This is an optimization exercise on Yosys and OpenROAD, whose aim is small area, not a production implementation. Only simulation tests tie the RTL to the original design; equivalence was not proved. Power is estimated from default activity; no workload was simulated. The clock port is modelled as an ideal driver; clocking choices that lean on that would not hold on a real chip.

## rev 12
==> flow/design.v <==
`default_nettype none
module dmem_responder #(
  parameter int DEPTH   = 32,   
  parameter int LATENCY = 2     
) (
  input  logic        clk,
  input  logic        reset,
  input  logic        req_valid,
  output logic        req_ready,
  input  logic        req_write,
  input  logic [31:0] req_addr,
  input  logic [31:0] req_wdata,
  input  logic [3:0]  req_be,
  output logic        resp_valid,
  input  logic        resp_ready,
  output logic [31:0] resp_rdata,
  output logic        resp_err
);
  localparam int AW = $clog2(DEPTH);
  localparam int NW = LATENCY - 1;
  logic          resp_q;             
  logic [NW-1:0] wait_q;             
  logic          idle;
  logic          accept;
  assign idle       = ~resp_q & ~(|wait_q);
  assign req_ready  = idle & ~reset;
  assign accept     = req_valid & req_ready;
  assign resp_valid = resp_q;
  always_ff @(posedge clk) begin
    for (int i = 0; i < NW; i++) begin
      if (reset)       wait_q[i] <= 1'b0;
      else if (i == 0) wait_q[i] <= accept;
      else             wait_q[i] <= wait_q[(i == 0) ? 0 : i - 1];
    end
  end
  always_ff @(posedge clk) begin
    if (reset) resp_q <= 1'b0;
    else       resp_q <= wait_q[NW-1] | (resp_q & ~resp_ready);
  end
  logic          in_err;
  logic          in_ld;
  assign in_err = (|req_addr[1:0]) | (|req_addr[31:AW+2]);
  assign in_ld  = ~req_write & ~in_err;
  logic [AW-1:0] rot_q;              
  logic [AW-1:0] pos_q;              
  logic [AW-1:0] pos;                
  logic          ld;                 
  always_ff @(posedge clk) begin
    if (reset) rot_q <= '0;
    else       rot_q <= rot_q + AW'(1);
  end
  logic          ld_q;               
  logic          st_q;               
  logic          err_q;
  logic          late_q;             
  logic [3:0]    be_q;
  assign pos = idle ? req_addr[AW+1:2] + rot_q : pos_q;
  assign ld  = idle ? in_ld : ld_q;
  always_ff @(posedge clk) begin
    pos_q <= pos + AW'(1);
    if (idle) begin
      ld_q  <= in_ld;
      err_q <= in_err;
      be_q  <= req_be;
    end
  end
  always_ff @(posedge clk) begin
    if (reset)     st_q <= 1'b0;
    else if (idle) st_q <= req_valid & req_write & ~in_err;
  end
  assign resp_err = err_q;
  logic [31:0]      slot_q [DEPTH];
  logic [DEPTH-1:0] vld_q;
  logic [DEPTH-1:0] rsel;
  logic [DEPTH-1:0] at_src;
  genvar p, b;
  generate
    for (p = 0; p < DEPTH; p++) begin : g_slot
      localparam int S = (p == 0) ? DEPTH - 1 : p - 1;    
      localparam bit S_SRC = ((S % 3) == 0) && (S <= DEPTH - 2);
      localparam bit P_SRC = ((p % 3) == 0) && (p <= DEPTH - 2);
      if (S_SRC) begin : g_ins
        logic ins;
        assign ins = st_q & (pos_q == AW'(S));
        always_ff @(posedge clk) begin
          vld_q[p] <= ~reset & (vld_q[S] | ins);
        end
        for (b = 0; b < 4; b++) begin : g_byte
          logic we;
          assign we = ins & (be_q[b] | ~vld_q[S]);
          always_ff @(posedge clk) begin
            slot_q[p][8*b +: 8] <= we ? data_q[8*b +: 8] : slot_q[S][8*b +: 8];
          end
        end
      end else begin : g_pass
        always_ff @(posedge clk) begin
          vld_q[p]  <= ~reset & vld_q[S];
          slot_q[p] <= slot_q[S];
        end
      end
      if (P_SRC) begin : g_notap
        assign rsel[p] = 1'b0;
      end else begin : g_tap
        assign rsel[p] = ld & vld_q[p] & (pos == AW'(p));
      end
      assign at_src[p] = P_SRC && (pos == AW'(p));
    end
  endgenerate
  logic [31:0] rd;
  logic [31:0] data_q;
  logic        st_in;
  assign st_in = idle & req_write;
  always_comb begin
    for (int b = 0; b < 4; b++) begin
      rd[8*b +: 8] = req_wdata[8*b +: 8] & {8{st_in & req_be[b]}};
    end
    for (int i = 0; i < DEPTH; i++) begin
      rd = rd | (slot_q[i] & {32{rsel[i]}});
    end
  end
  always_ff @(posedge clk) begin
    if (idle) late_q <= in_ld & (|at_src);
    if (idle | (wait_q[0] & late_q)) data_q <= rd;
  end
  assign resp_rdata = data_q & {32{ld_q}};
endmodule
`default_nettype wire
Settings: LEC_CHECK=0, CAP_MARGIN=0, CORE_MARGIN=2, CORE_UTILIZATION=60, SLEW_MARGIN=0, CTS_ARGS=-sink_clustering_enable -repair_clock_nets -dont_use_dummy_load -sink_clustering_size 30 -sink_clustering_max_diameter 80, BUFFER_PORTS_ARGS=-buffer_cell sky130_fd_sc_hd__buf_1; clock period 5.0 ns.
standard.sh (not shown) runs the stock make flow with config.mk's settings and CLKGATE_MAP_FILE= SYNTH_SCRIPT=/design/flow/synth_recipe.tcl, a recipe that flattens the netlist after the stock synthesis.
==> flow/flow/run.sh <==
#!/bin/bash
# Layout flow: the standard ORFS flow (standard.sh), with two changes:
#  - CTS without dummy loads (they only add area to balance the tree), with
#    the sink clustering of config.mk;
#  - port buffers use a plain small buffer instead of a delay cell.
# Each tool's full output stays in ORFS's own logs under orfs/logs/; the make
# output goes to standard.log.
set -euo pipefail
cat >> config.mk <<'EOC'
export CTS_ARGS = -sink_clustering_enable -repair_clock_nets -dont_use_dummy_load -sink_clustering_size 30 -sink_clustering_max_diameter 80
export BUFFER_PORTS_ARGS = -buffer_cell sky130_fd_sc_hd__buf_1
EOC
bash standard.sh > standard.log 2>&1
Modified inputs, rev 13 compared to rev 12
- a change of SLEW_MARGIN from 0 to 20
- a change of CAP_MARGIN from 0 to 20
- a change of CORE_UTILIZATION from 60 to 70
--- outcome ---
- Per the comparison of rev 13 with rev 12, number of nets in the finished design essentially unchanged, final standard cell count with taps included and fillers excluded decreased 94, clock-buffer cell count essentially unchanged, worst-case clock skew decreased 3.8 ps.
- Rev 12 reports its slowest stage cell on the critical path as dfxtp_1 while rev 13 reports or2_1.

========
== north ==
RTL: the design.v shown in full above, as it stands there.
export LEC_CHECK = 0
export CAP_MARGIN = 20
export CORE_MARGIN = 2
export CORE_UTILIZATION = 60
export CTS_CLUSTER_DIAMETER = 80
export CTS_CLUSTER_SIZE = 30
export SLEW_MARGIN = 20
export CTS_ARGS = -sink_clustering_enable -repair_clock_nets -dont_use_dummy_load
export BUFFER_PORTS_ARGS = -buffer_cell sky130_fd_sc_hd__buf_2
create_clock -name core_clock -period 5.0 [get_ports {clk}]
==> flow/flow/run.sh <==
#!/bin/bash
# Layout flow: the standard ORFS flow (standard.sh), with two changes:
#  - CTS without dummy loads (they only add area to balance the tree);
#  - port buffers use a plain small buffer instead of a delay cell.
# Each tool's full output stays in ORFS's own logs under orfs/logs/; the make
# output goes to standard.log.
set -euo pipefail
cat >> config.mk <<'EOC'
export CTS_ARGS = -sink_clustering_enable -repair_clock_nets -dont_use_dummy_load
export BUFFER_PORTS_ARGS = -buffer_cell sky130_fd_sc_hd__buf_2
EOC
bash standard.sh > standard.log 2>&1
Having completed the whole flow, north delivered a layout that passed the timing, design-rule and antenna checks.
What south does differently from north at the input level:
==> flow/run.sh (new file) <==
#!/bin/bash
# synth_recipe.tcl (not shown) runs the flow's synth.tcl, then flattens the netlist and writes it again
# the make line also repeats each setting of config.mk as NAME=value (left out here)
make -C /OpenROAD-flow-scripts/flow DESIGN_CONFIG=/design/flow/config.mk WORK_HOME=/design/flow/orfs CLKGATE_MAP_FILE= SYNTH_SCRIPT=/design/flow/synth_recipe.tcl finish
-- flow/config.mk --
<<< north, line 13
export SLEW_MARGIN = 20
export CTS_ARGS = -sink_clustering_enable -repair_clock_nets -dont_use_dummy_load
export BUFFER_PORTS_ARGS = -buffer_cell sky130_fd_sc_hd__buf_2
>>> south, line 13
export SLEW_MARGIN = 20
removed: flow/flow/run.sh
removed: flow/standard.sh
Results
south: done, clean on timing, DRC and antenna. Per the comparison of south with north, net count reported at finish fell by 1.3%, wire length went down 0.58%. In south, the highest cell delay on the worst timing path came out 0.16 ns below the value in north.
Changes in east relative to south:
==> flow/flow/run.sh (new file) <==
#!/bin/bash
# Layout flow: the standard ORFS flow (standard.sh), with two changes:
#  - CTS without dummy loads (they only add area to balance the tree), with
#    the sink clustering of config.mk;
#  - port buffers use a plain small buffer instead of a delay cell.
# Each tool's full output stays in ORFS's own logs under orfs/logs/; the make
# output goes to standard.log.
set -euo pipefail
cat >> config.mk <<'EOC'
export CTS_ARGS = -sink_clustering_enable -repair_clock_nets -dont_use_dummy_load -sink_clustering_size 30 -sink_clustering_max_diameter 80
export BUFFER_PORTS_ARGS = -buffer_cell sky130_fd_sc_hd__buf_1
EOC
bash standard.sh > standard.log 2>&1
==> flow/standard.sh (new file) <==
#!/bin/bash
# synth_recipe.tcl (not shown) runs the flow's synth.tcl, then flattens the netlist and writes it again
# the make line also repeats each setting of config.mk as NAME=value (left out here)
make -C /OpenROAD-flow-scripts/flow DESIGN_CONFIG=/design/flow/config.mk WORK_HOME=/design/flow/orfs CLKGATE_MAP_FILE= SYNTH_SCRIPT=/design/flow/synth_recipe.tcl "${@:-finish}"
-- flow/config.mk --
<<< south, line 10
export CORE_UTILIZATION = 60
export CTS_CLUSTER_DIAMETER = 80
export CTS_CLUSTER_SIZE = 30
export SLEW_MARGIN = 20
>>> east, line 10
export CORE_UTILIZATION = 60
export SLEW_MARGIN = 20
export CTS_ARGS = -sink_clustering_enable -repair_clock_nets -dont_use_dummy_load -sink_clustering_size 30 -sink_clustering_max_diameter 80
export BUFFER_PORTS_ARGS = -buffer_cell sky130_fd_sc_hd__buf_1
removed: flow/run.sh
Findings:
east reports its start point of the critical path as wait_q$_SDFF_PP0_ while south reports req_addr[2]. Share of the cycle needed by the critical path after routing was higher in south than in east. Compared with south, in east fraction of layout cells with a size suffix above 1 now sits lower; leakage power summed over all cells now smaller; final critical-path setup slack saw an increase.

========
dmem_responder, a different RTL version from the one above (not shown whole).
Size in the first run: roughly 2500 cells after synthesis, ~1100 flip-flops, ~110 I/O pins.
Settings: LEC_CHECK=0, CAP_MARGIN=20, CORE_MARGIN=2, CORE_UTILIZATION=70, GPL_TIMING_DRIVEN=0, SLEW_MARGIN=20, CTS_ARGS=-sink_clustering_enable -repair_clock_nets -dont_use_dummy_load -sink_clustering_size 30 -sink_clustering_max_diameter 80, BUFFER_PORTS_ARGS=-buffer_cell sky130_fd_sc_hd__buf_1, RECOVER_POWER=100; clock period 5.0 ns.
==> flow/flow/run.sh <==
#!/bin/bash
# Layout flow: the standard ORFS flow (standard.sh), with these changes:
#  - CTS without dummy loads (they only add area to balance the tree), with
#    larger sink clusters;
#  - port buffers use a plain small buffer instead of a delay cell;
#  - after global routing, non-critical gates are downsized (ORFS's
#    RECOVER_POWER step).
# Each tool's full output stays in ORFS's own logs under orfs/logs/; the make
# output goes to standard.log.
set -euo pipefail
cat >> config.mk <<'EOC'
export CTS_ARGS = -sink_clustering_enable -repair_clock_nets -dont_use_dummy_load -sink_clustering_size 30 -sink_clustering_max_diameter 80
export BUFFER_PORTS_ARGS = -buffer_cell sky130_fd_sc_hd__buf_1
export RECOVER_POWER = 100
EOC
bash standard.sh > standard.log 2>&1
The baseline reached the layout checks and failed them: max-capacitance violations, max-slew violations, negative setup slack.
==> next run, changes <==
--- a/flow/flow/run.sh
+++ b/flow/flow/run.sh
@@ -2 +2 @@
-# Layout flow: the standard ORFS flow (standard.sh), with these changes:
+# Layout flow: the standard ORFS flow (standard.sh), with two changes:
@@ -4,4 +4,2 @@
-#    larger sink clusters;
-#  - port buffers use a plain small buffer instead of a delay cell;
-#  - after global routing, non-critical gates are downsized (ORFS's
-#    RECOVER_POWER step).
+#    the sink clustering of config.mk;
+#  - port buffers use a plain small buffer instead of a delay cell.
@@ -14 +11,0 @@
-export RECOVER_POWER = 100
GPL_TIMING_DRIVEN = default   (was 0)
RECOVER_POWER = default   (was 100)
=> With this change the flow finished with timing, DRC and antenna clean. Wire length drops by about a fifth. Die area stays the same. Utilization came out higher by 0.27 points. Combinational power came out lower by a quarter to a third. Worst setup slack improves by 0.62 ns. Power shrinks slightly. Sequential power goes up slightly.

==> afterwards: timing with drivers on the ports <==
No port has a modelled driver above. Below, the same layouts with a new extraction and two added sets of constraints. Step 1, drivers: a clkbuf_16 drives clk and a buf_2 each remaining input, both assumed. Step 2 times the ports against the registers' clock, not the clock port: input delays grow and output delays shrink by t, the midpoint of the rising clock arrivals with the driver on. a / b / c = ideal ports / drivers / drivers and shift; a / b = the first two.
run | t (ns) | setup WS [ns] | worst setup path at the end | worst slew at a driven data input, ns | cell pins on the clock port's net
rev 12 | 0.676 | 0.587 / 0.587 / 0.068 | input to register | 0.05 | 1
rev 13 | 0.667 | 0.724 / 0.724 / 0.115 | input to register | 0.07 | 1
north | 0.699 | 0.715 / 0.715 / 0.069 | input to register | 0.04 | 1
south | 0.678 | 0.331 / 0.373 / -0.305 | input to register | 0.08 | 1
east | 0.675 | 0.580 / 0.580 / 0.074 | input to register | 0.05 | 1
the first run of note 3 | 0.675 | 0.000 / 0.013 / -0.642 | input to register | 0.04 | 1
the second run of note 3 | 0.661 | 0.617 / 0.651 / -0.010 | input to register | 0.05 | 1
For north, which loses most, drivers alone change the setup slack by 0.000 ns; drivers and shift together by -0.646 ns.
